Source: an optimization exercise on an open RTL-to-GDS flow (aim: small area and a short achievable clock period). Production flows keep margins and buffers that such runs may drop.
Only simulation tests tie the RTL to the original design; equivalence was not proved.
Power is estimated from default activity; no workload was simulated.

===== design/flow/design.v =====
package ex_pkg;
	typedef enum logic [2:0] {
		ALU_PASS_B = 3'b000,
		ALU_ADD    = 3'b010,
		ALU_SUB    = 3'b011,
		ALU_AND    = 3'b100,
		ALU_OR     = 3'b101,
		ALU_XOR    = 3'b110
	} alu_op_t;
	typedef enum logic [2:0] {
		BR_NONE   = 3'd0,
		BR_UNCOND = 3'd1,
		BR_CBZ    = 3'd2,
		BR_CBNZ   = 3'd3,
		BR_COND   = 3'd4
	} br_kind_t;
	typedef enum logic [3:0] {
		COND_EQ = 4'b0000,
		COND_NE = 4'b0001,
		COND_MI = 4'b0100,
		COND_GE = 4'b1010,
		COND_LT = 4'b1011,
		COND_AL = 4'b1110
	} cond_t;
endpackage
`timescale 1ns/1ps
module ex_operand_stage #(
	parameter int DATA_WIDTH = 64,
	parameter int ALU_K      = 4,
	parameter int BR_K       = 4
) (
	input  logic                        clk,
	input  logic                        reset,
	input  logic                        issue,
	input  logic [DATA_WIDTH-1:0]       read_data1,
	input  logic [DATA_WIDTH-1:0]       read_data2,
	input  logic [DATA_WIDTH-1:0]       imm,
	input  logic [DATA_WIDTH-1:0]       pc,
	input  logic [DATA_WIDTH-1:0]       br_offset,
	input  logic [2:0]                  alu_op,
	input  logic                        alu_src,
	input  logic                        set_flags,
	input  logic [2:0]                  br_kind,
	input  logic [3:0]                  cond,
	output logic                        op_valid,
	output logic [DATA_WIDTH-1:0]       alu_s,
	output logic [DATA_WIDTH/ALU_K-1:0] alu_g,
	output logic [DATA_WIDTH/ALU_K-1:0] alu_p,
	output logic                        alu_top_g,
	output logic                        alu_top_p,
	output logic [DATA_WIDTH-1:0]       store_operand,
	output logic [DATA_WIDTH-1:0]       br_s,
	output logic [DATA_WIDTH/BR_K-1:0]  br_g,
	output logic [DATA_WIDTH/BR_K-1:0]  br_p,
	output logic                        set_flags_q,
	output logic [3:0]                  test_q
);
	localparam int MSB = DATA_WIDTH - 1;
	logic [DATA_WIDTH-1:0]       a, b, ap, ag_bit, as, bs;
	logic [DATA_WIDTH/ALU_K-1:0] ag, abp;
	logic [DATA_WIDTH/BR_K-1:0]  bg, bbp;
	logic                        is_sub;
	logic [3:0]                  tp, tg;
	logic [3:0]                  test_d;
	assign a        = read_data1;
	assign b        = alu_src ? imm : read_data2;
	assign is_sub   = (alu_op == 3'b011);
	always_comb begin
		tg = 4'b0000;
		case (alu_op)
			3'b010:  begin tp = 4'b0110; tg = 4'b1000; end
			3'b011:  begin tp = 4'b1001; tg = 4'b0100; end
			3'b100:  tp = 4'b1000;
			3'b101:  tp = 4'b1110;
			3'b110:  tp = 4'b0110;
			default: tp = 4'b1010;
		endcase
	end
	for (genvar i = 0; i < DATA_WIDTH; i++) begin : g_bit
		assign ap[i]     = tp[{a[i], b[i]}];
		assign ag_bit[i] = tg[{a[i], b[i]}];
	end
	ex_blk_sum #(.W(DATA_WIDTH), .K(ALU_K)) u_alu_blk (
		.p(ap), .g(ag_bit), .cin(is_sub), .s(as), .co(ag), .bp(abp)
	);
	logic top_g, top_p;
	always_comb begin
		top_g = 1'b0;
		top_p = 1'b1;
		for (int i = DATA_WIDTH - ALU_K; i < MSB; i++) begin
			top_g = ag_bit[i] | (ap[i] & top_g);
			top_p = top_p & ap[i];
		end
	end
	logic [DATA_WIDTH-1:0] off4;
	assign off4 = {br_offset[DATA_WIDTH-3:0], 2'b00};
	ex_blk_sum #(.W(DATA_WIDTH), .K(BR_K)) u_br_blk (
		.p(pc ^ off4), .g(pc & off4), .cin(1'b0), .s(bs), .co(bg), .bp(bbp)
	);
	always_comb begin
		test_d = 4'b0000;
		case (br_kind)
			3'd1: test_d = 4'b1000;
			3'd2: test_d = 4'b0100;
			3'd3: test_d = 4'b1100;
			3'd4: begin
				case (cond)
					4'b0000: test_d = 4'b0001;
					4'b0001: test_d = 4'b1001;
					4'b0100: test_d = 4'b0010;
					4'b1010: test_d = 4'b1011;
					4'b1011: test_d = 4'b0011;
					4'b1110: test_d = 4'b1000;
					default: test_d = 4'b0000;
				endcase
			end
			default: test_d = 4'b0000;
		endcase
	end
	logic [DATA_WIDTH/ALU_K-1:1] alu_p_hi;
	logic [DATA_WIDTH/BR_K-2:0]  br_g_lo;
	logic [DATA_WIDTH/BR_K-1:1]  br_p_hi;
	assign alu_p = {alu_p_hi, 1'b0};
	assign br_g  = {1'b0, br_g_lo};
	assign br_p  = {br_p_hi, 1'b0};
	always_ff @(posedge clk) begin
		if (reset)
			op_valid <= 1'b0;
		else
			op_valid <= issue;
	end
	always_ff @(posedge clk) begin
		alu_s         <= as;
		alu_g         <= ag;
		alu_p_hi      <= abp[DATA_WIDTH/ALU_K-1:1];
		alu_top_g     <= top_g;
		alu_top_p     <= top_p;
		store_operand <= read_data2;
		br_s          <= bs;
		br_g_lo       <= bg[DATA_WIDTH/BR_K-2:0];
		br_p_hi       <= bbp[DATA_WIDTH/BR_K-1:1];
		set_flags_q   <= set_flags;
		test_q        <= test_d;
	end
endmodule
`timescale 1ns/1ps
module ex_prefix #(
	parameter int W    = 64,
	parameter int KIND = 0
) (
	input  logic [W-1:0] g,
	input  logic [W-1:0] p,
	input  logic         cin,
	output logic [W:0]   c
);
	localparam int L = (W <= 2) ? 1 : (W <= 4) ? 2 : (W <= 8) ? 3 : (W <= 16) ? 4 : (W <= 32) ? 5 : (W <= 64) ? 6 : 7;
	logic [2*L+1:0][W-1:0] gg;
	logic [2*L+1:0][W-1:0] pp;
	assign gg[0] = {g[W-1:1], g[0] | (p[0] & cin)};
	assign pp[0] = p;
	generate
		if (KIND == 0) begin : g_ks
			for (genvar l = 0; l < L; l++) begin : g_lvl
				for (genvar i = 0; i < W; i++) begin : g_bit
					if (i >= (1 << l)) begin : g_node
						assign gg[l+1][i] = gg[l][i] | (pp[l][i] & gg[l][i-(1<<l)]);
						assign pp[l+1][i] = pp[l][i] & pp[l][i-(1<<l)];
					end else begin : g_pass
						assign gg[l+1][i] = gg[l][i];
						assign pp[l+1][i] = pp[l][i];
					end
				end
			end
			assign c = {gg[L], cin};
		end else if (KIND == 1) begin : g_sk
			for (genvar l = 0; l < L; l++) begin : g_lvl
				for (genvar i = 0; i < W; i++) begin : g_bit
					if ((i >> l) % 2 == 1) begin : g_node
						localparam int J = ((i >> l) << l) - 1;
						assign gg[l+1][i] = gg[l][i] | (pp[l][i] & gg[l][J]);
						assign pp[l+1][i] = pp[l][i] & pp[l][J];
					end else begin : g_pass
						assign gg[l+1][i] = gg[l][i];
						assign pp[l+1][i] = pp[l][i];
					end
				end
			end
			assign c = {gg[L], cin};
		end else if (KIND == 2) begin : g_bk
			for (genvar l = 0; l < L; l++) begin : g_up
				for (genvar i = 0; i < W; i++) begin : g_bit
					if ((i % (2 << l)) == (2 << l) - 1) begin : g_node
						assign gg[l+1][i] = gg[l][i] | (pp[l][i] & gg[l][i-(1<<l)]);
						assign pp[l+1][i] = pp[l][i] & pp[l][i-(1<<l)];
					end else begin : g_pass
						assign gg[l+1][i] = gg[l][i];
						assign pp[l+1][i] = pp[l][i];
					end
				end
			end
			for (genvar l = L - 2; l >= 0; l--) begin : g_dn
				for (genvar i = 0; i < W; i++) begin : g_bit
					if ((i % (2 << l)) == (1 << l) - 1 && i >= (2 << l)) begin : g_node
						assign gg[2*L-1-l][i] = gg[2*L-2-l][i] | (pp[2*L-2-l][i] & gg[2*L-2-l][i-(1<<l)]);
						assign pp[2*L-1-l][i] = pp[2*L-2-l][i] & pp[2*L-2-l][i-(1<<l)];
					end else begin : g_pass
						assign gg[2*L-1-l][i] = gg[2*L-2-l][i];
						assign pp[2*L-1-l][i] = pp[2*L-2-l][i];
					end
				end
			end
			assign c = {gg[2*L-1], cin};
		end else begin : g_hc
			assign gg[1] = gg[0];
			assign pp[1] = pp[0];
			for (genvar l = 0; l < L; l++) begin : g_lvl
				for (genvar i = 0; i < W; i++) begin : g_bit
					if (l == 0 && i % 2 == 1) begin : g_n0
						assign gg[l+2][i] = gg[l+1][i] | (pp[l+1][i] & gg[l+1][i-1]);
						assign pp[l+2][i] = pp[l+1][i] & pp[l+1][i-1];
					end else if (l > 0 && i % 2 == 1 && i >= (1 << l)) begin : g_nl
						assign gg[l+2][i] = gg[l+1][i] | (pp[l+1][i] & gg[l+1][i-(1<<l)]);
						assign pp[l+2][i] = pp[l+1][i] & pp[l+1][i-(1<<l)];
					end else begin : g_pass
						assign gg[l+2][i] = gg[l+1][i];
						assign pp[l+2][i] = pp[l+1][i];
					end
				end
			end
			for (genvar i = 0; i < W; i++) begin : g_fix
				if (i % 2 == 0 && i > 0) begin : g_node
					assign gg[L+2][i] = gg[L+1][i] | (pp[L+1][i] & gg[L+1][i-1]);
				end else begin : g_pass
					assign gg[L+2][i] = gg[L+1][i];
				end
			end
			assign pp[L+2] = pp[L+1];
			assign c = {gg[L+2], cin};
		end
	endgenerate
endmodule
module ex_blk_sum #(
	parameter int W = 64,
	parameter int K = 4
) (
	input  logic [W-1:0]   p,
	input  logic [W-1:0]   g,
	input  logic           cin,
	output logic [W-1:0]   s,
	output logic [W/K-1:0] co,
	output logic [W/K-1:0] bp
);
	for (genvar j = 0; j < W / K; j++) begin : g_blk
		logic [K:0] c;
		always_comb begin
			for (int i = 0; i <= K; i++) begin
				logic run;
				c[i] = 1'b0;
				for (int m = 0; m < i; m++) begin
					run = g[K*j+m];
					for (int n = m + 1; n < i; n++)
						run = run & p[K*j+n];
					c[i] = c[i] | run;
				end
				if (j == 0) begin
					run = cin;
					for (int n = 0; n < i; n++)
						run = run & p[K*j+n];
					c[i] = c[i] | run;
				end
			end
		end
		assign s[K*j +: K] = p[K*j +: K] ^ c[K-1:0];
		assign co[j]       = c[K];
		assign bp[j]       = &p[K*j +: K];
	end
endmodule
module ex_blk_fin #(
	parameter int W    = 64,
	parameter int K    = 4,
	parameter int KIND = 0
) (
	input  logic [W-1:0]   s,
	input  logic [W/K-1:0] g,
	input  logic [W/K-1:0] bp,
	output logic [W-1:0]   sum,
	output logic           ctop,
	output logic           cout,
	output logic           zero
);
	localparam int NB = W / K;
	logic [NB:0]   bc;
	logic [NB-1:0] bzero;
	for (genvar j = 0; j < NB; j++) begin : g_blk
		for (genvar t = 0; t < K; t++) begin : g_bit
			if (t == 0) begin : g_lo
				assign sum[K*j] = s[K*j] ^ bc[j];
			end else begin : g_hi
				assign sum[K*j+t] = s[K*j+t] ^ (bc[j] & (&s[K*j +: t]));
			end
		end
		assign bzero[j] = bc[j] ? bp[j] : ~|s[K*j +: K];
	end
	ex_prefix #(.W(NB), .KIND(KIND)) u_carry (
		.g(g), .p(bp), .cin(1'b0), .c(bc)
	);
	assign ctop = bc[NB-1];
	assign cout = bc[NB];
	assign zero = &bzero;
endmodule
`timescale 1ns/1ps
module ex_branch_unit (
	input  logic [3:0] test,
	input  logic       rt_zero,
	input  logic       negative,
	input  logic       zero,
	input  logic       overflow,
	output logic       taken
);
	logic t;
	always_comb begin
		case (test[2:0])
			3'd1:    t = zero;
			3'd2:    t = negative;
			3'd3:    t = negative ^ overflow;
			3'd4:    t = rt_zero;
			default: t = 1'b0;
		endcase
	end
	assign taken = t ^ test[3];
endmodule
`timescale 1ns/1ps
module ex_result_stage #(
	parameter int DATA_WIDTH = 64
) (
	input  logic                  clk,
	input  logic                  reset,
	input  logic                  op_valid,
	input  logic                  set_flags,
	input  logic [DATA_WIDTH-1:0] alu_result_in,
	input  logic [3:0]            alu_flags_in,
	input  logic [DATA_WIDTH-1:0] store_operand,
	input  logic [DATA_WIDTH-1:0] target_in,
	input  logic                  taken_in,
	output logic                  result_valid,
	output logic [DATA_WIDTH-1:0] alu_result,
	output logic [DATA_WIDTH-1:0] store_data,
	output logic [DATA_WIDTH-1:0] br_target,
	output logic                  br_taken,
	output logic                  negative,
	output logic                  zero,
	output logic                  overflow,
	output logic                  carry_out
);
	always_ff @(posedge clk) begin
		if (reset) begin
			result_valid <= 1'b0;
			br_taken     <= 1'b0;
		end else begin
			result_valid <= op_valid;
			br_taken     <= op_valid & taken_in;
		end
	end
	always_ff @(posedge clk) begin
		if (op_valid) begin
			alu_result <= alu_result_in;
			store_data <= store_operand;
			br_target  <= target_in;
		end
	end
	always_ff @(posedge clk) begin
		if (reset) begin
			negative  <= 1'b0;
			zero      <= 1'b0;
			overflow  <= 1'b0;
			carry_out <= 1'b0;
		end else if (op_valid && set_flags) begin
			negative  <= alu_flags_in[3];
			zero      <= alu_flags_in[2];
			overflow  <= alu_flags_in[1];
			carry_out <= alu_flags_in[0];
		end
	end
endmodule
`timescale 1ns/1ps
module ex_top #(
	parameter int DATA_WIDTH = 64,
	parameter int ALU_K      = 4,
	parameter int BR_K       = 8,
	parameter int ALU_KIND   = 0,
	parameter int BR_KIND    = 0
) (
	input  logic                  clk,
	input  logic                  reset,
	input  logic                  issue,
	input  logic [DATA_WIDTH-1:0] read_data1,
	input  logic [DATA_WIDTH-1:0] read_data2,
	input  logic [DATA_WIDTH-1:0] pc,
	input  logic [DATA_WIDTH-1:0] imm,
	input  logic [DATA_WIDTH-1:0] br_offset,
	input  ex_pkg::alu_op_t       alu_op,
	input  logic                  alu_src,
	input  logic                  set_flags,
	input  ex_pkg::br_kind_t      br_kind,
	input  ex_pkg::cond_t         cond,
	output logic                  result_valid,
	output logic [DATA_WIDTH-1:0] alu_result,
	output logic [DATA_WIDTH-1:0] store_data,
	output logic [DATA_WIDTH-1:0] br_target,
	output logic                  br_taken,
	output logic                  negative,
	output logic                  zero,
	output logic                  overflow,
	output logic                  carry_out
);
	localparam int MSB = DATA_WIDTH - 1;
	logic                        op_valid;
	logic [DATA_WIDTH-1:0]       alu_s, br_s, store_operand;
	logic [DATA_WIDTH/ALU_K-1:0] alu_g, alu_p;
	logic [DATA_WIDTH/BR_K-1:0]  br_g, br_p;
	logic                        alu_top_g, alu_top_p, set_flags_q;
	logic [3:0]                  test_q;
	ex_operand_stage #(.DATA_WIDTH(DATA_WIDTH), .ALU_K(ALU_K), .BR_K(BR_K)) u_operand (
		.clk(clk), .reset(reset), .issue(issue),
		.read_data1(read_data1), .read_data2(read_data2), .imm(imm),
		.pc(pc), .br_offset(br_offset), .alu_op(alu_op), .alu_src(alu_src),
		.set_flags(set_flags), .br_kind(br_kind), .cond(cond),
		.op_valid(op_valid), .alu_s(alu_s), .alu_g(alu_g), .alu_p(alu_p),
		.alu_top_g(alu_top_g), .alu_top_p(alu_top_p),
		.store_operand(store_operand), .br_s(br_s), .br_g(br_g), .br_p(br_p),
		.set_flags_q(set_flags_q), .test_q(test_q)
	);
	logic [DATA_WIDTH-1:0] alu_out, target;
	logic                  alu_n, alu_z, alu_v, alu_c;
	logic                  alu_ctop, br_ctop, br_cout, br_zero;
	ex_blk_fin #(.W(DATA_WIDTH), .K(ALU_K), .KIND(ALU_KIND)) u_alu_fin (
		.s(alu_s), .g(alu_g), .bp(alu_p), .sum(alu_out), .ctop(alu_ctop), .cout(alu_c), .zero(alu_z)
	);
	assign alu_n = alu_out[MSB];
	assign alu_v = alu_c ^ (alu_top_g | (alu_top_p & alu_ctop));
	ex_blk_fin #(.W(DATA_WIDTH), .K(BR_K), .KIND(BR_KIND)) u_br_fin (
		.s(br_s), .g(br_g), .bp(br_p), .sum(target), .ctop(br_ctop), .cout(br_cout), .zero(br_zero)
	);
	logic taken;
	ex_branch_unit u_branch (
		.test(test_q), .rt_zero(store_operand == '0),
		.negative(negative), .zero(zero), .overflow(overflow), .taken(taken)
	);
	ex_result_stage #(.DATA_WIDTH(DATA_WIDTH)) u_result (
		.clk(clk), .reset(reset), .op_valid(op_valid), .set_flags(set_flags_q),
		.alu_result_in(alu_out), .alu_flags_in({alu_n, alu_z, alu_v, alu_c}),
		.store_operand(store_operand), .target_in(target), .taken_in(taken),
		.result_valid(result_valid), .alu_result(alu_result),
		.store_data(store_data), .br_target(br_target), .br_taken(br_taken),
		.negative(negative), .zero(zero), .overflow(overflow),
		.carry_out(carry_out)
	);
endmodule

===== design/flow/flow/run.sh =====
#!/bin/bash
# Standard layout, with plain buf_1 cells as the port buffers instead of the
# buffer_ports default (clkdlybuf4s50_1). Each tool's output goes to its own log.
set -euo pipefail
export BUFFER_PORTS_ARGS="-buffer_cell sky130_fd_sc_hd__buf_1"
bash standard.sh synth > synth.log 2>&1
bash standard.sh > layout.log 2>&1

===== design/flow/standard.sh =====
#!/bin/bash
# synth_recipe.tcl (not shown) runs the flow's synth.tcl, then flattens the netlist and writes it again
# the make line also repeats each setting of config.mk as NAME=value (left out here)
make -C /OpenROAD-flow-scripts/flow DESIGN_CONFIG=/design/flow/config.mk WORK_HOME=/design/flow/orfs CLKGATE_MAP_FILE= SYNTH_SCRIPT=/design/flow/synth_recipe.tcl "${@:-finish}"

===== design/flow/config.mk =====
export PLATFORM = sky130hd
export DESIGN_NAME = ex_top
export DESIGN_NICKNAME = ex_top
export VERILOG_FILES = /design/flow/design.v
export SDC_FILE = /design/flow/constraint.sdc
export NUM_CORES = 4
export LEC_CHECK = 0
export ABC_AREA = 1
export CAP_MARGIN = 20
export CORE_MARGIN = 2
export CORE_UTILIZATION = 40
export CTS_BUF_LIST = sky130_fd_sc_hd__clkbuf_16
export CTS_CLUSTER_DIAMETER = 80
export CTS_CLUSTER_SIZE = 30
export SETUP_SLACK_MARGIN = 3.0
export SLEW_MARGIN = 20
export SYNTH_HIERARCHICAL = 1
export TNS_END_PERCENT = 25

===== design/flow/constraint.sdc =====
create_clock -name core_clock -period 5.5 [get_ports {clk}]
set_input_delay 1.1000 -clock core_clock [delete_from_list [all_inputs] [get_ports {clk}]]
set_output_delay 1.1000 -clock core_clock [all_outputs]
set_load 0.01 [all_outputs]

==> results by group, run 1 <==
Clock tree
  • Max clock buf depth: 3
  • Clock Latency Late Sink: 0.62 ns
  • CTS tree: built
  • H-Tree Depth: 1
  • Clock sinks: 442
  • Clock Root Buffer: clkbuf_16
  • CTS clk-pin slew, worst paths: 0.10 ns
  • Total CTS buffers: 28

Floorplanning
  • Die span in y: 238 um
  • Initial core utilization: 40.6%
  • Core area: 53900 um2
  • Io pins: 533
  • Die ar.: 56600 um2
  • Width of the die: 238 um
  • FP Rows: 85

Hold path
  • Hold Crit Class: reg -> reg

Critical path
  • Worst path top cell family by delay: buffers and inverters
  • Cell with the largest stage delay on the worst path: a22oi_1
  • Internal reg-to-reg setup slack: 3.24 ns
  • Worst r2r dst: u_result.zero
  • Crit path from: alu_op[2]
  • Worst stage delay on the critical path: 0.31 ns
  • Crit Path Class: in -> reg
  • Type of origin of the critical path: input pin
  • Crit path required time: 6.00 ns
  • Crit end category: register
  • Critical path depth in cells: 13
  • CP Cell Sequence: clkbuf_4 -> buf_12 -> inv_2 -> nand3_4 -> buf_4 -> clkbuf_16 -> nand3_1 -> a22oi_1 -> inv_1 -> nor2_1 -> nor2_1 -> nand2_1 -> nand2_1
  • Worst r2r path cells: 18
  • Worst R2R Start: u_operand.alu_g[0]
  • Crit path buf inv count: 6
  • CP Max Fanout: 25
  • CP arrival: 2.90 ns
  • Critical path endpoint: u_operand.alu_s[39]

Placement
  • Post-DP Area: 24400 um2
  • PortBufs: 530
  • GP Congestion: 0.908
  • HPWL Detailed: 54500 um

Layout
  • Final Cell Area: 26000 um2
  • FILL cells: 5312
  • Final net count: 3451
  • Leading cell types in the layout, fill and taps excluded: 537 x nand2_1, 526 x buf_1, 297 x nor2_1, 249 x dfxtp_1, 234 x inv_1
  • Most common cell after layout, fill and taps aside: nand2_1
  • Area Overhead vs Synth: 18.7%
  • Fraction of layout cells with a size suffix above 1: 8.16%

Status
  • Outcome: complete, no violations

Logic synthesis
  • Synth Cell Area: 21900 um2
  • Mapped Cells: 2485
  • Synth Warn #: 11
  • Syn Area/Cell: 8.81 um2

STA
  • Worst Max-Slew Pin Slew: 0.945 ns
  • Slew HR: 37.0%
  • Final Hold Fails: 0
  • RSZ-0062 raised after global routing: yes
  • Fmax: 0.416 GHz
  • Pins over their slew limit: 0
  • Clk_skew: 0.0274 ns
  • Tmin final: 2.41 ns
  • Final setup fails: 0
  • Tcrit/Tclk final: 43.7%
  • Setup TNS: 0 ns

Detailed routing
  • Vias per cell: 5.00
  • Iteration-0 DRC Markers: 1205
  • Routed WL per cell: 19.2 um
  • DRC Markers: 0
  • Routed vias: 18700
  • DRT antenna net count: 0
  • Final wirelength: 71900 um
  • Drt pass-1 iters: 7

Global routing
  • Global-route wire length before repair: 102000 um
  • Total GRT Usage: 23.9%
  • Initial antenna violation count: 25
  • Vias in the first global route: 17700
  • Largest net degree at the start of global routing: 102
  • Total gr overflow: 0

Pwr
  • Pwr/cell area: 307 nW/um2
  • VDD IR max: 0.238 mV
  • Leak pwr: 11.1 nW

Run
  • Max Cap Violations: 0
==> sequential cells by signal, indices dropped and copies added (netlist names), 4 cells and up <==
name and cells:
u_operand.alu_g 16, u_operand.alu_p_hi 15, u_operand.alu_s 64, u_operand.br_g_lo 7
u_operand.br_p_hi 6, u_operand.br_s 64, u_operand.store_operand 64, u_operand.test_q 4
u_result.alu_result 64, u_result.br_target 64, u_result.store_data 64
==> per-stage QoR <==
stage | utilization, % | hold WS, ns | setup slack (ns) | cells | power, mW
2_1_floorplan | - | 0.408 | 2.86 | 2491 | 5.04
3_3_place_gp | 45.2 | 0.412 | 1.71 | 3647 | 5.52
3_5_place_dp | 45.2 | 0.414 | 1.67 | 3647 | 5.56
4_1_cts | 47.5 | 0.418 | 2.99 | 3707 | 8.02
5_1_grt | 48.2 | 0.421 | 2.98 | 3728 | 8.37
6_report | 48.2 | 0.416 | 3.09 | 3739 | 7.97
==> layout make-up <==
cell class	count	area [um2]	share of cell area, %
clock inverter	24	339	1.30
multi-input combinational	1723	9850	37.9
sequential	442	10800	41.4
timing repair inverter	1	11.3	0.0433
clock buffer	28	701	2.70
tap	696	871	3.35
timing repair buffer	558	2400	9.23
antenna	15	37.5	0.144
inverter	252	1010	3.87
==> per-layer routing <==
metal	part of all wire (%)	routed length, um	GRT usage [%]
met2	51	36500	44.9
met3	8.2	5880	6.35
met1	38	27200	26.2
met5	0.24	169	0
met4	2.9	2110	6.86
==> how the worst min path moves through the flow <==
stage | start | endpoint | slack, ns | cells after the start
2_1_floorplan | u_operand.store_operand[0] | u_result.store_data[0] | 0.41 | 0
3_3_place_gp | u_operand.store_operand[8] | u_result.store_data[8] | 0.41 | 0
3_5_place_dp | u_operand.store_operand[8] | u_result.store_data[8] | 0.41 | 0
4_1_cts | u_operand.store_operand[62] | u_result.store_data[62] | 0.42 | 0
5_1_grt | u_operand.store_operand[62] | u_result.store_data[62] | 0.42 | 0
6_report | u_operand.store_operand[62] | u_result.store_data[62] | 0.42 | 0
==> repair_timing <==
item                       CTS  global route
setup buffers                6            11
setup endpoints to repair   87            48
pin swaps                    1             7
gates resized for setup     35            36
hold buffers                 0             0
gates cloned                 2             6
==> power by group <==
part,switching (mW),internal (mW),total [mW]
Sequential,0.207,3.82,4.03
Combinational,0.957,0.551,1.51
Clock,1.38,1.06,2.43
Total,2.54,5.43,7.97
==> run 2, diff against run 1 <==
--- a/design/flow/config.mk
+++ b/design/flow/config.mk
@@ -6,13 +6,13 @@
 export NUM_CORES = 4
 export LEC_CHECK = 0
 export ABC_AREA = 1
-export CAP_MARGIN = 20
+export CAP_MARGIN = 5
 export CORE_MARGIN = 2
 export CORE_UTILIZATION = 40
 export CTS_BUF_LIST = sky130_fd_sc_hd__clkbuf_16
 export CTS_CLUSTER_DIAMETER = 80
 export CTS_CLUSTER_SIZE = 30
 export SETUP_SLACK_MARGIN = 3.0
-export SLEW_MARGIN = 20
+export SLEW_MARGIN = 5
 export SYNTH_HIERARCHICAL = 1
-export TNS_END_PERCENT = 25
+export TNS_END_PERCENT = 10
==> run 2 against run 1 <==
Against the previous run: still clean; critical path depth shrank 3; setup slack worse by 0.0086 ns; die area unchanged; synthesized cell count stayed put; total power down 0.10%; worst hold slack better by 0.00088 ns; largest cell class unchanged.
==> results by group, run 2 <==
Status
  • Outcome: complete, no violations (unchanged)

Hold path
  • Hold Crit Class: reg -> reg (unchanged)

Layout
  • Most common cell after layout, fill and taps aside: nand2_1 (unchanged)
  • FF/Latch Area: 10800 um2 (unchanged)
  • Area Overhead vs Synth: 18.6% (was 18.7%)
  • Final Cell Area: 26000 um2 (about the same)
  • Multi-input logic area: 9850 um2 (about the same)
  • FILL cells: 5313 (was 5312)
  • Fraction of layout cells with a size suffix above 1: 8.03% (was 8.16%)
  • Leading cell types in the layout, fill and taps excluded: 537 x nand2_1, 526 x buf_1, 298 x nor2_1, 249 x dfxtp_1, 234 x inv_1 (was 537 x nand2_1, 526 x buf_1, 297 x nor2_1, 249 x dfxtp_1, 234 x inv_1)
  • Final Util: 48.1% (was 48.2%)
  • Final net count: 3448 (was 3451)

Logic synthesis
  • Mapped Cells: 2485 (unchanged)
  • Synth Cell Area: 21900 um2 (unchanged)
  • Syn Area/Cell: 8.81 um2 (unchanged)
  • Synth Warn #: 11 (unchanged)

Pwr
  • VDD IR max: 0.237 mV (was 0.238 mV)
  • Pwr/cell area: 307 nW/um2 (about the same)
  • Leak pwr: 11.0 nW (was 11.1 nW)

STA
  • Slew HR: 37.0% (about the same)
  • Clk_skew: 0.0276 ns (was 0.0274 ns)
  • RSZ-0062 raised after global routing: yes (unchanged)
  • Tcrit/Tclk final: 43.9% (was 43.7%)
  • Pins over their slew limit: 0 (unchanged)
  • Fmax: 0.414 GHz (was 0.416 GHz)
  • Tmin final: 2.41 ns (about the same)
  • Setup TNS: 0 ns (unchanged)
  • Final Hold Fails: 0 (unchanged)
  • Worst Max-Slew Pin Slew: 0.945 ns (about the same)
  • Final setup fails: 0 (unchanged)

Placement
  • Post-DP Area: 24400 um2 (unchanged)
  • PortBufs: 530 (unchanged)
  • GP Congestion: 0.908 (unchanged)
  • HPWL Detailed: 54500 um (unchanged)

Floorplanning
  • Io pins: 533 (unchanged)
  • Width of the die: 238 um (unchanged)
  • Core area: 53900 um2 (unchanged)
  • FP Rows: 85 (unchanged)
  • Initial core utilization: 40.6% (unchanged)
  • Die ar.: 56600 um2 (unchanged)
  • Die span in y: 238 um (unchanged)

Clock tree
  • Clock sinks: 442 (unchanged)
  • H-Tree Depth: 1 (unchanged)
  • Clock Latency Late Sink: 0.62 ns (about the same)
  • Total CTS buffers: 28 (unchanged)
  • Post-CTS Hold Buffers: 0 (unchanged)
  • CTS tree: built (unchanged)
  • CTS clk-pin slew, worst paths: 0.10 ns (about the same)
  • Clock Root Buffer: clkbuf_16 (unchanged)
  • Max clock buf depth: 3 (unchanged)

Critical path
  • Crit end category: register (unchanged)
  • CP arrival: 2.89 ns (was 2.90 ns)
  • CP Max Fanout: 25 (unchanged)
  • Crit path buf inv count: 6 (unchanged)
  • CP Cell Sequence: clkbuf_4 -> buf_12 -> inv_2 -> nand3_4 -> buf_4 -> clkbuf_16 -> nand3_1 -> a22oi_1 -> inv_1 -> nor3_1 (was clkbuf_4 -> buf_12 -> inv_2 -> nand3_4 -> buf_4 -> clkbuf_16 -> nand3_1 -> a22oi_1 -> inv_1 -> nor2_1 -> nor2_1 -> nand2_1 -> nand2_1)
  • Type of origin of the critical path: input pin (unchanged)
  • Crit path required time: 5.97 ns (was 6.00 ns)
  • Crit Path Class: in -> reg (unchanged)
  • Worst stage delay on the critical path: 0.37 ns (was 0.31 ns)
  • Cell with the largest stage delay on the worst path: nor3_1 (was a22oi_1)
  • Worst path top cell family by delay: buffers and inverters (unchanged)

Detailed routing
  • Metal2 WL: 36300 um (was 36500 um)
  • Final wirelength: 71600 um (was 71900 um)
  • Iteration-0 DRC Markers: 1120 (was 1205)
  • DR top layer: met5 (unchanged)
  • Routed vias: 18600 (was 18700)
  • DRC Markers: 0 (unchanged)
  • Routed WL per cell: 19.1 um (was 19.2 um)
  • Vias per cell: 4.98 (was 5.00)
  • Met1 WL: 27100 um (was 27200 um)
  • DRT antenna net count: 0 (unchanged)
  • Drt pass-1 iters: 7 (unchanged)
  • Met3 WL: 5970 um (was 5880 um)

Global routing
  • Total gr overflow: 0 (unchanged)
  • Largest net degree at the start of global routing: 102 (unchanged)
  • Global-route wire length before repair: 102000 um (unchanged)
  • Total GRT Usage: 23.9% (unchanged)
  • Vias in the first global route: 17700 (unchanged)
  • Initial antenna violation count: 25 (unchanged)

Run
  • Max Cap Violations: 0 (unchanged)
[run 2: worst reg2reg max path, cell delays in order, from the launching register on]
cell and delay, ns:
dfxtp_1 0.30, inv_1 0.05, nand2_2 0.13, nand2_2 0.11, nand2_4 0.09, nand2_2 0.08, nand2_2 0.11, nand2_2 0.10
nand2_2 0.13, nand2_1 0.10, nand2_1 0.11, nand3b_1 0.18, nand2_1 0.10, nand2_1 0.06, nor2_1 0.10, nand2_1 0.11
nor2_1 0.17, nor2_1 0.07, nor2_1 0.10
[run 2: per-layer routing]
metal / global-route usage [%] / vias up
li1: - / 9254
met1: 26.2 / 8610
met2: 44.9 / 623
met3: 6.35 / 119
met4: 6.86 / 26
met5: 0 / -
[run 2: power breakdown]
group,internal (mW),switching [mW]
combinational,0.548,0.955
clock,1.06,1.37
sequential,3.82,0.207
[run 2: final timing paths]
path | startpoint | to | slack [ns] | cells past startpoint
max | alu_op[2] | u_operand.alu_p_hi[13] | 3.09 | 10
min | u_operand.store_operand[62] | u_result.store_data[62] | 0.42 | 0
max reg2reg | u_operand.alu_g[0] | u_result.zero | 3.26 | 18
min reg2reg | u_operand.store_operand[62] | u_result.store_data[62] | 0.42 | 0
[run 2: what timing repair did]
item / CTS / global route
gates cloned: 2 / 5
hold endpoints to repair: 0 / 0
pin swaps: 1 / 7
endpoints found under the setup margin: 87 / 48
gates resized for setup: 35 / 34
buffers inserted: 6 / 9
[run 2: layout make-up]
type	instances	share of cell area [%]
repair inverters	1	0.0434
repair buffers	555	9.08
diodes	19	0.183
inverters	252	3.88
clock inverters	24	1.31
well taps	696	3.35
multi-input cells	1723	38.0
flip-flops and latches	442	41.5
clock buffers	28	2.70
[run 2: per-stage QoR]
step	hold WS (ns)	instances	setup slack [ns]	power, mW
finish	0.417	3740	3.09	7.96
CTS	0.418	3707	2.99	8.02
detailed placement	0.414	3647	1.67	5.56
global placement	0.412	3647	1.71	5.52
floorplan	0.408	2491	2.86	5.04
global route	0.421	3725	2.95	8.36
==> run 3, diff against run 2 <==
--- a/design/flow/config.mk
+++ b/design/flow/config.mk
@@ -6,13 +6,14 @@
 export NUM_CORES = 4
 export LEC_CHECK = 0
 export ABC_AREA = 1
-export CAP_MARGIN = 5
+export CAP_MARGIN = 20
 export CORE_MARGIN = 2
 export CORE_UTILIZATION = 40
 export CTS_BUF_LIST = sky130_fd_sc_hd__clkbuf_16
 export CTS_CLUSTER_DIAMETER = 80
 export CTS_CLUSTER_SIZE = 30
+export PLACE_DENSITY = 0.7
 export SETUP_SLACK_MARGIN = 3.0
-export SLEW_MARGIN = 5
+export SLEW_MARGIN = 20
 export SYNTH_HIERARCHICAL = 1
 export TNS_END_PERCENT = 10
==> run 3 against run 2 <==
Against the previous run: still clean on timing, DRC and antenna; combinational power about the same; final area down 0.45%; via count down 2.0%; global-route usage down 1.1 points; register-to-register slack worse by 0.08 ns; flip-flop and latch count unchanged; largest cell class unchanged.
==> results by group, run 3 <==
Pwr
  • Pwr/cell area: 309 nW/um2 (was 307 nW/um2)
  • VDD IR max: 0.252 mV (was 0.237 mV)
  • Leak pwr: 11.0 nW (about the same)

Floorplanning
  • Width of the die: 238 um (unchanged)
  • Io pins: 533 (unchanged)
  • Die ar.: 56600 um2 (unchanged)
  • Core area: 53900 um2 (unchanged)
  • Die span in y: 238 um (unchanged)
  • Initial core utilization: 40.6% (unchanged)
  • FP Rows: 85 (unchanged)

Critical path
  • CP Cell Sequence: buf_16 -> inv_8 -> buf_4 -> nand2_1 -> nand2_1 -> nor2_1 -> a211oi_1 -> ha_1 -> nor2_1 -> nor2_1 -> nor2_1 -> o21bai_1 (was clkbuf_4 -> buf_12 -> inv_2 -> nand3_4 -> buf_4 -> clkbuf_16 -> nand3_1 -> a22oi_1 -> inv_1 -> nor3_1)
  • Critical Path Most Common Cell: nor2_1
  • Crit path buf inv count: 3 (was 6)
  • CP arrival: 3.00 ns (was 2.89 ns)
  • Worst stage delay on the critical path: 0.23 ns (was 0.37 ns)
  • Worst path top cell family by delay: buffers and inverters (unchanged)
  • Worst r2r path cells: 18 (unchanged)
  • Crit path required time: 6.02 ns (was 5.97 ns)
  • Crit end category: register (unchanged)
  • Worst r2r dst: u_result.zero (unchanged)
  • Internal reg-to-reg setup slack: 3.18 ns (was 3.26 ns)
  • CP Max Fanout: 40 (was 25)
  • Type of origin of the critical path: input pin (unchanged)
  • Cell with the largest stage delay on the worst path: inv_8 (was nor3_1)
  • Crit Path Class: in -> reg (unchanged)
  • Worst R2R Start: u_operand.alu_g[0] (unchanged)

Placement
  • HPWL Detailed: 52400 um (was 54500 um)
  • Post-place setup slack: 1.69 ns (was 1.67 ns)
  • GP Congestion: 0.909 (was 0.908)
  • PortBufs: 530 (unchanged)
  • Post-DP Area: 24400 um2 (about the same)
  • Post-Place Cells: 3652 (was 3647)

Logic synthesis
  • Synth Warn #: 11 (unchanged)
  • Synth Cell Area: 21900 um2 (unchanged)
  • Mapped Cells: 2485 (unchanged)
  • Syn Area/Cell: 8.81 um2 (unchanged)

STA
  • Tmin final: 2.49 ns (was 2.41 ns)
  • Tcrit/Tclk final: 45.2% (was 43.9%)
  • Fmax: 0.402 GHz (was 0.414 GHz)
  • Slew HR: 46.0% (was 37.0%)
  • Final setup fails: 0 (unchanged)
  • Post-route setup slack: 3.01 ns (was 3.09 ns)
  • Setup TNS: 0 ns (unchanged)
  • Pins over their slew limit: 0 (unchanged)
  • RSZ-0062 raised after global routing: yes (unchanged)
  • Clk_skew: 0.0297 ns (was 0.0276 ns)
  • Final Hold Fails: 0 (unchanged)
  • Worst Max-Slew Pin Slew: 0.809 ns (was 0.945 ns)

Detailed routing
  • Vias per cell: 4.91 (was 4.98)
  • DRC Markers: 0 (unchanged)
  • Routed WL per cell: 17.9 um (was 19.1 um)
  • DRT antenna net count: 0 (unchanged)
  • Drt pass-1 iters: 6 (was 7)
  • Iteration-0 DRC Markers: 976 (was 1120)
  • Final wirelength: 66500 um (was 71600 um)
  • Routed vias: 18300 (was 18600)

Clock tree
  • Post-CTS Hold Buffers: 0 (unchanged)
  • Clock Root Buffer: clkbuf_16 (unchanged)
  • H-Tree Depth: 1 (unchanged)
  • CTS clk-pin slew, worst paths: 0.11 ns (was 0.10 ns)
  • CTS tree: built (unchanged)
  • Clock sinks: 442 (unchanged)
  • Total CTS buffers: 28 (unchanged)
  • Max clock buf depth: 3 (unchanged)
  • Clock Latency Late Sink: 0.60 ns (was 0.62 ns)

Global routing
  • Total GRT Usage: 22.8% (was 23.9%)
  • Vias in the first global route: 17000 (was 17700)
  • Total gr overflow: 0 (unchanged)
  • Largest net degree at the start of global routing: 96 (was 102)
  • Initial antenna violation count: 15 (was 25)
  • Global-route wire length before repair: 97200 um (was 102000 um)

Layout
  • Final net count: 3441 (was 3448)
  • Leading cell types in the layout, fill and taps excluded: 538 x nand2_1, 526 x buf_1, 300 x nor2_1, 249 x dfxtp_1, 234 x inv_1 (was 537 x nand2_1, 526 x buf_1, 298 x nor2_1, 249 x dfxtp_1, 234 x inv_1)
  • Area Overhead vs Synth: 18.0% (was 18.6%)
  • Most common cell after layout, fill and taps aside: nand2_1 (unchanged)
  • Final Util: 47.9% (was 48.1%)
  • Layout Cells excl Fill: 3718 (was 3740)
  • Fraction of layout cells with a size suffix above 1: 7.63% (was 8.03%)
  • FILL cells: 5206 (was 5313)
  • Final Cell Area: 25800 um2 (was 26000 um2)
  • Multi-input logic area: 9830 um2 (was 9850 um2)
  • FF/Latch Area: 10800 um2 (unchanged)

Hold path
  • Worst Hold Path Cells: 0 (unchanged)
  • Hold Crit Class: reg -> reg (unchanged)
  • Min-delay src: u_operand.store_operand[10] (was u_operand.store_operand[62])
  • Hold Path End: u_result.store_data[10] (was u_result.store_data[62])

Status
  • Outcome: complete, no violations (unchanged)

Run
  • Max Cap Violations: 0 (unchanged)
## run 3: through the flow
stage,hold slack (ns),total power [mW]
2_1_floorplan,0.408,5.04
3_3_place_gp,0.410,5.53
3_5_place_dp,0.415,5.56
4_1_cts,0.438,8.06
5_1_grt,0.446,8.41
6_report,0.440,7.98
## run 3: cell type report
cell class                 count  share of cell area [%]
multi-input combinational   1722                    38.0
clock buffer                  29                    2.81
antenna                        6                  0.0581
sequential                   442                    41.7
timing repair buffer         550                    8.76
clock inverter                21                    1.46
inverter                     252                    3.81
tap                          696                    3.37
## run 3: layer usage
layer  vias to the layer above  routed length (um)  GRT usage [%]
li1                       9218                   -              -
met3                       116                5640           6.09
met1                      8235               25000           24.9
met5                         -                 122              0
met4                        18                2200           7.60
met2                       677               33500           42.4
## run 3: how the worst max path moves through the flow
| stage | cells past startpoint | slack [ns] | to | startpoint |
|---|---|---|---|---|
| 6_report | 12 | 3.01 | u_operand.alu_g[4] | alu_src |
| 3_5_place_dp | 12 | 1.69 | u_operand.alu_g[10] | alu_op[0] |
| 2_1_floorplan | 13 | 2.86 | u_operand.alu_s[43] | alu_op[2] |
| 5_1_grt | 12 | 2.89 | u_operand.alu_g[4] | alu_src |
| 4_1_cts | 11 | 2.91 | u_operand.alu_g[13] | alu_src |
| 3_3_place_gp | 12 | 1.76 | u_operand.alu_s[43] | alu_op[0] |
## run 3: worst register-to-register path: stages (launching register included)
cell and delay, ns:
dfxtp_1 0.31, inv_1 0.06, nand2_2 0.15, nand2_2 0.13, nand2_4 0.09, nand2_2 0.07, nand2_2 0.11, nand2_2 0.09
nand2_2 0.13, nand2_1 0.10, nand2_1 0.11, nand3b_1 0.18, nand2_1 0.10, nand2_1 0.06, nor2_1 0.12, nand2_1 0.14
nor2_2 0.18, nor2_1 0.07, nor2_1 0.09
## run 3: what timing repair did
action,4_1_cts,5_1_grt
gates cloned,0,3
endpoints found under the setup margin,84,47
gates resized for setup,16,36
buffers inserted,5,2
pin swaps,1,3
## run 3: report_power, final
part	internal, mW	switching (mW)	total, mW	leakage, nW
registers	3.82	0.208	4.03	3.90
clock network	1.10	1.38	2.48	0.518
logic	0.541	0.933	1.47	6.57
==> run 4, diff against run 3 <==
--- a/design/flow/config.mk
+++ b/design/flow/config.mk
@@ -8,11 +8,11 @@
 export ABC_AREA = 1
 export CAP_MARGIN = 20
 export CORE_MARGIN = 2
-export CORE_UTILIZATION = 40
+export CORE_UTILIZATION = 45
 export CTS_BUF_LIST = sky130_fd_sc_hd__clkbuf_16
 export CTS_CLUSTER_DIAMETER = 80
 export CTS_CLUSTER_SIZE = 30
-export PLACE_DENSITY = 0.7
+export PLACE_DENSITY = 0.6
 export SETUP_SLACK_MARGIN = 3.0
 export SLEW_MARGIN = 20
 export SYNTH_HIERARCHICAL = 1
==> run 4 against run 3 <==
Against the previous run: clock skew grew 0.0026 ns; global-route usage grew 3.3 points; core utilization grew 6.1 points; critical endpoint is now u_operand.alu_s[31].
==> results by group, run 4 <==
Critical path
  • Worst path top cell family by delay: simple AND/OR/NAND/NOR gates (was buffers and inverters)
  • Worst r2r path cells: 14 (was 18)
  • Critical path depth in cells: 12 (unchanged)
  • Cell with the largest stage delay on the worst path: buf_6 (was inv_8)
  • Type of origin of the critical path: input pin (unchanged)
  • CP Cell Sequence: clkbuf_4 -> buf_12 -> nand3_2 -> buf_6 -> nand3_1 -> a22oi_1 -> ha_1 -> nor2_1 -> nor2_1 -> nor2_1 -> nand2_1 -> nand2_1 (was buf_16 -> inv_8 -> buf_4 -> nand2_1 -> nand2_1 -> nor2_1 -> a211oi_1 -> ha_1 -> nor2_1 -> nor2_1 -> nor2_1 -> o21bai_1)
  • Crit path required time: 6.00 ns (was 6.02 ns)
  • Internal reg-to-reg setup slack: 3.33 ns (was 3.18 ns)
  • Crit path buf inv count: 3 (unchanged)
  • Critical Path Most Common Cell: nor2_1 (unchanged)
  • Crit end category: register (unchanged)
  • Worst stage delay on the critical path: 0.29 ns (was 0.23 ns)
  • Crit Path Class: in -> reg (unchanged)
  • CP Max Fanout: 26 (was 40)
  • CP arrival: 2.98 ns (was 3.00 ns)

Global routing
  • Gr busiest metal: met2 (unchanged)
  • Met3 usage: 6.62% (was 6.09%)
  • Largest net degree at the start of global routing: 95 (was 96)
  • Total GRT Usage: 26.1% (was 22.8%)
  • Global-route wire length before repair: 100000 um (was 97200 um)
  • Met2 Track Usage GR: 48.5% (was 42.4%)
  • Vias in the first global route: 18100 (was 17000)
  • Met1 GRT Util: 28.9% (was 24.9%)
  • Total gr overflow: 0 (unchanged)
  • Initial antenna violation count: 19 (was 15)

STA
  • Tmin final: 2.49 ns (about the same)
  • Slew HR: 33.2% (was 46.0%)
  • Worst Max-Slew Pin Slew: 1.00 ns (was 0.809 ns)
  • Clk_skew: 0.0323 ns (was 0.0297 ns)
  • Final setup fails: 0 (unchanged)
  • Tcrit/Tclk final: 45.2% (about the same)
  • Final Hold Fails: 0 (unchanged)
  • Pins over their slew limit: 0 (unchanged)
  • RSZ-0062 raised after global routing: yes (unchanged)
  • Setup TNS: 0 ns (unchanged)
  • Fmax: 0.402 GHz (about the same)

Floorplanning
  • Width of the die: 225 um (was 238 um)
  • Initial core utilization: 45.8% (was 40.6%)
  • Die ar.: 50400 um2 (was 56600 um2)
  • Die span in y: 225 um (was 238 um)
  • FP Rows: 80 (was 85)
  • Core area: 47800 um2 (was 53900 um2)
  • Io pins: 533 (unchanged)

Layout
  • Area Overhead vs Synth: 18.2% (was 18.0%)
  • Final Util: 54.1% (was 47.9%)
  • Final Cell Area: 25900 um2 (was 25800 um2)
  • Fraction of layout cells with a size suffix above 1: 7.77% (was 7.63%)
  • Leading cell types in the layout, fill and taps excluded: 540 x nand2_1, 526 x buf_1, 299 x nor2_1, 249 x dfxtp_1, 236 x inv_1 (was 538 x nand2_1, 526 x buf_1, 300 x nor2_1, 249 x dfxtp_1, 234 x inv_1)
  • Final net count: 3447 (was 3441)
  • FILL cells: 4510 (was 5206)
  • FF/Latch Area: 10800 um2 (unchanged)
  • Most common cell after layout, fill and taps aside: nand2_1 (unchanged)
  • Multi-input logic area: 9790 um2 (was 9830 um2)

Detailed routing
  • Final wirelength: 68100 um (was 66500 um)
  • DRC Markers: 0 (unchanged)
  • Drt pass-1 iters: 5 (was 6)
  • DRT antenna net count: 0 (unchanged)
  • Vias per cell: 5.13 (was 4.91)
  • Routed vias: 18700 (was 18300)
  • Iteration-0 DRC Markers: 1101 (was 976)
  • Routed WL per cell: 18.7 um (was 17.9 um)

Pwr
  • Pwr/cell area: 313 nW/um2 (was 309 nW/um2)
  • Leak pwr: 11.1 nW (was 11.0 nW)
  • VDD IR max: 0.234 mV (was 0.252 mV)
  • Total Power: 8.10 mW (was 7.98 mW)

Clock tree
  • CTS tree: built (unchanged)
  • Clock Root Buffer: clkbuf_16 (unchanged)
  • Clock Latency Late Sink: 0.63 ns (was 0.60 ns)
  • Post-CTS Hold Buffers: 0 (unchanged)
  • CTS clk-pin slew, worst paths: 0.12 ns (was 0.11 ns)
  • Total CTS buffers: 29 (was 28)
  • H-Tree Depth: 1 (unchanged)
  • Max clock buf depth: 3 (unchanged)
  • Clock sinks: 442 (unchanged)

Placement
  • HPWL Detailed: 52500 um (was 52400 um)
  • PortBufs: 530 (unchanged)
  • Post-DP Area: 24300 um2 (was 24400 um2)
  • GP Congestion: 0.934 (was 0.909)

Logic synthesis
  • Synth Cell Area: 21900 um2 (unchanged)
  • Syn Area/Cell: 8.81 um2 (unchanged)
  • Mapped Cells: 2485 (unchanged)
  • Synth Warn #: 11 (unchanged)

Hold path
  • Hold Crit Class: reg -> reg (unchanged)
  • Worst Hold Path Cells: 0 (unchanged)

Status
  • Outcome: complete, no violations (unchanged)

Run
  • Max Cap Violations: 0 (unchanged)
[run 4: path summary, 6_finish.rpt]
path	start	end
worst max-delay path	alu_op[2]	u_operand.alu_s[31]
worst min-delay path	u_operand.store_operand[51]	u_result.store_data[51]
worst max register to register	u_operand.alu_p_hi[3]	u_result.zero
worst min register to register	u_operand.store_operand[51]	u_result.store_data[51]
[run 4: timing repair]
item	4_1_cts	5_1_grt
pin swaps	2	4
gates cloned	2	3
setup buffers	5	8
endpoints found under the setup margin	82	37
endpoints found under the hold margin	0	0
gates resized for setup	28	29
[run 4: metrics by stage]
stage | hold WS, ns | worst slack [ns] | std cells
after floorplan | 0.408 | 2.86 | 2491
after global placement | 0.410 | 1.76 | 3568
after detailed placement | 0.414 | 1.72 | 3568
after CTS | 0.420 | 2.99 | 3629
after global routing | 0.420 | 2.94 | 3643
final | 0.423 | 3.01 | 3648
[run 4: area by class of cell]
| type | count | share of cell area [%] |
|---|---|---|
| clock buffer | 29 | 2.81 |
| inverter | 252 | 3.82 |
| multi-input combinational | 1721 | 37.9 |
| sequential | 442 | 41.7 |
| clock inverter | 25 | 1.67 |
| antenna | 8 | 0.0774 |
| tap | 615 | 2.97 |
| timing repair buffer | 556 | 9.15 |
[run 4: power breakdown]
group / internal (mW) / switching (mW)
registers: 3.82 / 0.208
clock network: 1.13 / 1.46
logic: 0.545 / 0.930
[run 4: per-layer routing]
layer | vias to the layer above | wire [um]
met3 | 127 | 5660
met4 | 22 | 2360
li1 | 9226 | -
met2 | 654 | 34600
met5 | - | 158
met1 | 8703 | 25300
==> run 5, diff against run 4 <==
--- a/design/flow/config.mk
+++ b/design/flow/config.mk
@@ -8,11 +8,10 @@
 export ABC_AREA = 1
 export CAP_MARGIN = 20
 export CORE_MARGIN = 2
-export CORE_UTILIZATION = 45
+export CORE_UTILIZATION = 40
 export CTS_BUF_LIST = sky130_fd_sc_hd__clkbuf_16
 export CTS_CLUSTER_DIAMETER = 80
 export CTS_CLUSTER_SIZE = 30
-export PLACE_DENSITY = 0.6
 export SETUP_SLACK_MARGIN = 3.0
 export SLEW_MARGIN = 20
 export SYNTH_HIERARCHICAL = 1
==> run 5 against run 4 <==
Against the previous run: still clean; die area grew 12%; register-to-register slack lost 0.07 ns; flip-flop and latch count is the same; largest cell class unchanged; largest power group unchanged.
==> results by group, run 5 <==
Clock tree
  • Clock sinks: 442 (unchanged)
  • CTS tree: built (unchanged)
  • CTS clk-pin slew, worst paths: 0.10 ns (was 0.12 ns)
  • Clock Latency Late Sink: 0.62 ns (was 0.63 ns)
  • Clock Root Buffer: clkbuf_16 (unchanged)
  • Max clock buf depth: 3 (unchanged)
  • Total CTS buffers: 28 (was 29)
  • H-Tree Depth: 1 (unchanged)

Global routing
  • Total GRT Usage: 23.9% (was 26.1%)
  • Largest net degree at the start of global routing: 102 (was 95)
  • Initial antenna violation count: 25 (was 19)
  • Total gr overflow: 0 (unchanged)
  • Global-route wire length before repair: 102000 um (was 100000 um)
  • Vias in the first global route: 17700 (was 18100)

STA
  • Final Hold Fails: 0 (unchanged)
  • Worst Max-Slew Pin Slew: 0.945 ns (was 1.00 ns)
  • Fmax: 0.414 GHz (was 0.402 GHz)
  • Tmin final: 2.41 ns (was 2.49 ns)
  • Pins over their slew limit: 0 (unchanged)
  • Setup TNS: 0 ns (unchanged)
  • Slew HR: 37.0% (was 33.2%)
  • Final setup fails: 0 (unchanged)
  • Tcrit/Tclk final: 43.9% (was 45.2%)
  • Clk_skew: 0.0276 ns (was 0.0323 ns)
  • RSZ-0062 raised after global routing: yes (unchanged)

Critical path
  • CP Cell Sequence: clkbuf_4 -> buf_12 -> inv_2 -> nand3_4 -> buf_4 -> clkbuf_16 -> nand3_1 -> a22oi_1 -> inv_1 -> nor3_1 (was clkbuf_4 -> buf_12 -> nand3_2 -> buf_6 -> nand3_1 -> a22oi_1 -> ha_1 -> nor2_1 -> nor2_1 -> nor2_1 -> nand2_1 -> nand2_1)
  • Crit path required time: 5.97 ns (was 6.00 ns)
  • Internal reg-to-reg setup slack: 3.26 ns (was 3.33 ns)
  • Worst stage delay on the critical path: 0.37 ns (was 0.29 ns)
  • Cell with the largest stage delay on the worst path: nor3_1 (was buf_6)
  • Crit Path Class: in -> reg (unchanged)
  • Type of origin of the critical path: input pin (unchanged)
  • CP arrival: 2.89 ns (was 2.98 ns)
  • CP Max Fanout: 25 (was 26)
  • Crit end category: register (unchanged)
  • Worst r2r path cells: 18 (was 14)

Pwr
  • VDD IR max: 0.237 mV (was 0.234 mV)
  • Pwr/cell area: 307 nW/um2 (was 313 nW/um2)
  • Total Power: 7.96 mW (was 8.10 mW)
  • Leak pwr: 11.0 nW (was 11.1 nW)

Placement
  • HPWL Detailed: 54500 um (was 52500 um)
  • PortBufs: 530 (unchanged)
  • Post-Place Cells: 3647 (was 3568)
  • GP Congestion: 0.908 (was 0.934)
  • Post-DP Area: 24400 um2 (was 24300 um2)

Layout
  • Fraction of layout cells with a size suffix above 1: 8.03% (was 7.77%)
  • Leading cell types in the layout, fill and taps excluded: 537 x nand2_1, 526 x buf_1, 298 x nor2_1, 249 x dfxtp_1, 234 x inv_1 (was 540 x nand2_1, 526 x buf_1, 299 x nor2_1, 249 x dfxtp_1, 236 x inv_1)
  • Area Overhead vs Synth: 18.6% (was 18.2%)
  • FILL cells: 5313 (was 4510)
  • Final net count: 3448 (was 3447)
  • Most common cell after layout, fill and taps aside: nand2_1 (unchanged)
  • Multi-input logic area: 9850 um2 (was 9790 um2)
  • Final Cell Area: 26000 um2 (was 25900 um2)
  • Layout Cells excl Fill: 3740 (was 3648)
  • FF/Latch Area: 10800 um2 (unchanged)

Detailed routing
  • Vias per cell: 4.98 (was 5.13)
  • Met1 WL: 27100 um (was 25300 um)
  • Routed vias: 18600 (was 18700)
  • Routed WL per cell: 19.1 um (was 18.7 um)
  • DRC Markers: 0 (unchanged)
  • Metal2 WL: 36300 um (was 34600 um)
  • Met3 WL: 5970 um (was 5660 um)
  • Drt pass-1 iters: 7 (was 5)
  • DR top layer: met5 (unchanged)
  • Iteration-0 DRC Markers: 1120 (was 1101)
  • Final wirelength: 71600 um (was 68100 um)
  • DRT antenna net count: 0 (unchanged)

Status
  • Outcome: complete, no violations (unchanged)

Floorplanning
  • Initial core utilization: 40.6% (was 45.8%)
  • Die span in y: 238 um (was 225 um)
  • Core area: 53900 um2 (was 47800 um2)
  • Die ar.: 56600 um2 (was 50400 um2)
  • Width of the die: 238 um (was 225 um)
  • FP Rows: 85 (was 80)
  • Io pins: 533 (unchanged)

Logic synthesis
  • Mapped Cells: 2485 (unchanged)
  • Synth Cell Area: 21900 um2 (unchanged)
  • Synth Warn #: 11 (unchanged)
  • Syn Area/Cell: 8.81 um2 (unchanged)

Run
  • Max Cap Violations: 0 (unchanged)

Hold path
  • Worst Hold Path Cells: 0 (unchanged)
  • Hold Crit Class: reg -> reg (unchanged)
==> run 5: changes by cell type in the layout (fill, tap and decap cells not counted), sizes merged <==
cell	delta
inv	-4
diode	+11
clkbuf	-2
clkinv	+4
nand3	-1
nand2	+3
==> run 5: path summary, 6_finish.rpt <==
path	from	to
setup / recovery	alu_op[2]	u_operand.alu_p_hi[13]
hold / removal	u_operand.store_operand[62]	u_result.store_data[62]
setup reg to reg	u_operand.alu_g[0]	u_result.zero
hold reg to reg	u_operand.store_operand[62]	u_result.store_data[62]
==> run 5: repair_timing <==
item / 4_1_cts / 5_1_grt
endpoints found under the setup margin: 87 / 48
setup buffers: 6 / 9
gates resized for setup: 35 / 34
pin swaps: 1 / 7
hold buffers: 0 / 0
cloned: 2 / 5
==> run 5: per-stage QoR <==
step                utilization, %  hold WS, ns  worst slack, ns
floorplan                        -        0.408             2.86
global placement              45.2        0.412             1.71
detailed placement            45.2        0.414             1.67
CTS                           47.5        0.418             2.99
global route                  48.1        0.421             2.95
finish                        48.1        0.417             3.09
==> run 5: layout make-up <==
cell class / instances / share of cell area, %
inverters: 252 / 3.88
repair inverters: 1 / 0.0434
flip-flops and latches: 442 / 41.5
diodes: 19 / 0.183
clock inverters: 24 / 1.31
well taps: 696 / 3.35
clock buffers: 28 / 2.70
repair buffers: 555 / 9.08
multi-input cells: 1723 / 38.0
==> run 5: critical path, delay by kind of cell <==
kind | cells | cell delay [ns]
buf+inv | 6 | 0.90
compound gates | 1 | 0.29
simple gates | 3 | 0.58
==> run 5: metal layers <==
metal,GRT usage [%],vias up
met4,6.86,26
met3,6.35,119
met2,44.9,623
li1,-,9254
met1,26.2,8610
met5,0,-
==> run 5: power breakdown <==
group | leakage (nW) | switching [mW] | internal [mW]
clock | 0.508 | 1.37 | 1.06
combinational | 6.63 | 0.955 | 0.548
sequential | 3.90 | 0.207 | 3.82
total | 11.0 | 2.53 | 5.43
==> run 6, diff against run 5 <==
--- a/design/flow/config.mk
+++ b/design/flow/config.mk
@@ -9,9 +9,9 @@
 export CAP_MARGIN = 20
 export CORE_MARGIN = 2
 export CORE_UTILIZATION = 40
-export CTS_BUF_LIST = sky130_fd_sc_hd__clkbuf_16
-export CTS_CLUSTER_DIAMETER = 80
-export CTS_CLUSTER_SIZE = 30
+export CTS_BUF_LIST = sky130_fd_sc_hd__clkbuf_8
+export CTS_CLUSTER_DIAMETER = 60
+export CTS_CLUSTER_SIZE = 20
 export SETUP_SLACK_MARGIN = 3.0
 export SLEW_MARGIN = 20
 export SYNTH_HIERARCHICAL = 1
==> run 6 against run 5 <==
Against the previous run: synthesized cell count did not move; synthesized area did not move; register-to-register slack barely moved; critical path depth rose by 1; final cell count rose by 0.48%; sequential share of layout area rose by 0.090 points; flip-flop and latch count did not move; core utilization fell by 0.10 points; total power fell by 1.6%; via count rose by 0.20%; setup slack got worse by 0.047 ns; largest power group unchanged; highest routed layer unchanged.
==> results by group, run 6 <==
STA
  • Final Hold Fails: 0 (unchanged)
  • Tcrit/Tclk final: 44.7% (was 43.9%)
  • Setup TNS: 0 ns (unchanged)
  • RSZ-0062 raised after global routing: yes (unchanged)
  • Final setup fails: 0 (unchanged)
  • Tmin final: 2.46 ns (was 2.41 ns)
  • Worst Max-Slew Pin Slew: 0.926 ns (was 0.945 ns)
  • Fmax: 0.406 GHz (was 0.414 GHz)
  • Pins over their slew limit: 0 (unchanged)
  • Slew HR: 38.3% (was 37.0%)
  • Clk_skew: 0.0359 ns (was 0.0276 ns)

Layout
  • Fraction of layout cells with a size suffix above 1: 8.79% (was 8.03%)
  • Leading cell types in the layout, fill and taps excluded: 536 x nand2_1, 526 x buf_1, 300 x nor2_1, 249 x dfxtp_1, 235 x inv_1 (was 537 x nand2_1, 526 x buf_1, 298 x nor2_1, 249 x dfxtp_1, 234 x inv_1)
  • Area Overhead vs Synth: 18.3% (was 18.6%)
  • Most common cell after layout, fill and taps aside: nand2_1 (unchanged)
  • Final net count: 3462 (was 3448)
  • Final Util: 48.0% (was 48.1%)

Critical path
  • Crit path from: alu_op[0] (was alu_op[2])
  • Worst R2R Start: u_operand.alu_g[0] (unchanged)
  • Internal reg-to-reg setup slack: 3.27 ns (was 3.26 ns)
  • CP Max Fanout: 34 (was 25)
  • Worst r2r path cells: 18 (unchanged)
  • Worst r2r dst: u_result.zero (unchanged)
  • Crit path required time: 6.04 ns (was 5.97 ns)
  • Crit Path Class: in -> reg (unchanged)
  • Crit end category: register (unchanged)
  • CP arrival: 3.00 ns (was 2.89 ns)
  • Critical path endpoint: u_operand.alu_g[4] (was u_operand.alu_p_hi[13])
  • Type of origin of the critical path: input pin (unchanged)

Clock tree
  • H-Tree Depth: 2 (was 1)
  • Clock Root Buffer: clkbuf_8 (was clkbuf_16)
  • Clock sinks: 442 (unchanged)
  • Post-CTS Hold Buffers: 0 (unchanged)
  • Max clock buf depth: 3 (unchanged)
  • Total CTS buffers: 42 (was 28)
  • CTS clk-pin slew, worst paths: 0.11 ns (was 0.10 ns)
  • CTS tree: built (unchanged)
  • Clock Latency Late Sink: 0.64 ns (was 0.62 ns)

Floorplanning
  • Die span in y: 238 um (unchanged)
  • Die ar.: 56600 um2 (unchanged)
  • Core area: 53900 um2 (unchanged)
  • Io pins: 533 (unchanged)
  • FP Rows: 85 (unchanged)
  • Initial core utilization: 40.6% (unchanged)
  • Width of the die: 238 um (unchanged)

Detailed routing
  • Routed vias: 18700 (was 18600)
  • Iteration-0 DRC Markers: 1067 (was 1120)
  • DRT antenna net count: 0 (unchanged)
  • DRC Markers: 0 (unchanged)
  • Final wirelength: 71600 um (about the same)
  • Routed WL per cell: 19.1 um (about the same)
  • Vias per cell: 4.97 (was 4.98)
  • Drt pass-1 iters: 6 (was 7)

Hold path
  • Hold Crit Class: reg -> reg (unchanged)

Global routing
  • Vias in the first global route: 17900 (was 17700)
  • Initial antenna violation count: 25 (unchanged)
  • Total GRT Usage: 24.1% (was 23.9%)
  • Global-route wire length before repair: 103000 um (was 102000 um)
  • Largest net degree at the start of global routing: 102 (unchanged)
  • Total gr overflow: 0 (unchanged)

Logic synthesis
  • Synth Warn #: 11 (unchanged)
  • Mapped Cells: 2485 (unchanged)
  • Syn Area/Cell: 8.81 um2 (unchanged)
  • Synth Cell Area: 21900 um2 (unchanged)

Placement
  • HPWL Detailed: 54500 um (unchanged)
  • PortBufs: 530 (unchanged)
  • GP Congestion: 0.908 (unchanged)

Run
  • Max Cap Violations: 0 (unchanged)

Pwr
  • Pwr/cell area: 302 nW/um2 (was 307 nW/um2)
  • Leak pwr: 11.0 nW (about the same)
  • VDD IR max: 0.191 mV (was 0.237 mV)

Status
  • Outcome: complete, no violations (unchanged)
## run 6: cell types whose count changed in the layout (fill, tap and decap cells not counted), sizes merged
| cell | previous run | this run |
|---|---|---|
| inv | 264 | 263 |
| clkinv | 12 | 15 |
| diode | 19 | 12 |
| buf | 551 | 552 |
| bufinv | 0 | 3 |
| clkbuf | 32 | 49 |
| clkinvlp | 1 | 3 |
## run 6: stage by stage
| stage | cells | power [mW] | worst slack (ns) | cell area (um2) | hold WS (ns) |
|---|---|---|---|---|---|
| 2_1_floorplan | 2491 | 5.04 | 2.86 | 21900 | 0.408 |
| 3_3_place_gp | 3647 | 5.52 | 1.71 | 24400 | 0.412 |
| 3_5_place_dp | 3647 | 5.56 | 1.67 | 24400 | 0.414 |
| 4_1_cts | 3733 | 7.89 | 3.03 | 25600 | 0.432 |
| 5_1_grt | 3749 | 8.23 | 2.93 | 25900 | 0.448 |
| 6_report | 3758 | 7.83 | 3.04 | 25900 | 0.431 |
## run 6: cell type report
type                            count  area, um2
Clock inverter                     32        360
Inverter                          252       1010
Multi-Input combinational cell   1723       9870
Sequential cell                   442      10800
Clock buffer                       45        619
Tap cell                          696        871
Antenna cell                       12       30.0
Fill cell                        5341      28000
Timing Repair Buffer              556       2370
## run 6: how the worst min path moves through the flow
stage                                from                endpoint  slack (ns)  cells after the start
6_report       u_operand.store_operand[1]  u_result.store_data[1]        0.43                      0
5_1_grt        u_operand.store_operand[1]  u_result.store_data[1]        0.45                      0
4_1_cts        u_operand.store_operand[1]  u_result.store_data[1]        0.43                      0
3_5_place_dp   u_operand.store_operand[8]  u_result.store_data[8]        0.41                      0
3_3_place_gp   u_operand.store_operand[8]  u_result.store_data[8]        0.41                      0
2_1_floorplan  u_operand.store_operand[0]  u_result.store_data[0]        0.41                      0
## run 6: report_power, final
part           switching, mW  total, mW  internal [mW]  leakage, nW
Combinational          0.953       1.50          0.548         6.64
Sequential             0.208       4.03           3.82         3.90
Clock                   1.32       2.30          0.983        0.501
Total                   2.48       7.83           5.35         11.0
## run 6: metal layers
metal	up-vias	global-route usage (%)	routed length (um)
li1	9271	-	-
met1	8606	26.2	26800
met2	631	44.9	36200
met3	133	6.79	6150
met4	28	7.99	2270
met5	-	0	190
## run 6: timing repair
| item | CTS | global route |
|---|---|---|
| setup buffers | 7 | 9 |
| pin swaps | 1 | 5 |
| gates cloned | 2 | 4 |
| resized for setup | 32 | 41 |
| endpoints found under the setup margin | 86 | 39 |
## run 6: critical path: stages
cell and delay [ns]:
clkbuf_2 0.15, inv_4 0.15, nand2_8 0.15, nor2_4 0.25
inv_6 0.18, a211oi_1 0.29, ha_1 0.21, nor2_1 0.04
nor2_1 0.16, nor2_1 0.08, o21bai_1 0.22

[what the ideal ports hide]
The results above use ideal ports. As a check the final layouts listed here were re-extracted and re-timed, cells and wires unchanged.
Step 1 (the two cells are an assumption about what drives the block):
set clk [get_ports {clk}]
set_driving_cell -lib_cell sky130_fd_sc_hd__clkbuf_16 $clk
set_driving_cell -lib_cell sky130_fd_sc_hd__buf_2 [delete_from_list [all_inputs] $clk]
Step 2 moves the port delays by t, midway between the first and last clock arrival at a register: inputs arrive t later, outputs are due t later. That takes back most of the time a late clock gives input paths.
a / b / c = ideal / step 1 / step 2; a / b = the first two.
| run | t (ns) | setup WS [ns] | pins driven straight from the clock port |
|---|---|---|---|
| run 1 | 0.666 | 3.094 / 3.056 / 2.390 | 1 |
| run 2 | 0.664 | 3.086 / 3.045 / 2.381 | 1 |
| run 3 | 0.645 | 3.015 / 3.011 / 2.367 | 1 |
| run 4 | 0.671 | 3.012 / 2.946 / 2.275 | 1 |
| run 5 | 0.664 | 3.086 / 3.045 / 2.381 | 1 |
| run 6 | 0.683 | 3.039 / 3.007 / 2.324 | 1 |
After both steps setup and hold are still met in every run listed. For run 4, which loses most, drivers alone change the setup slack by -0.066 ns; drivers and shift together by -0.737 ns.
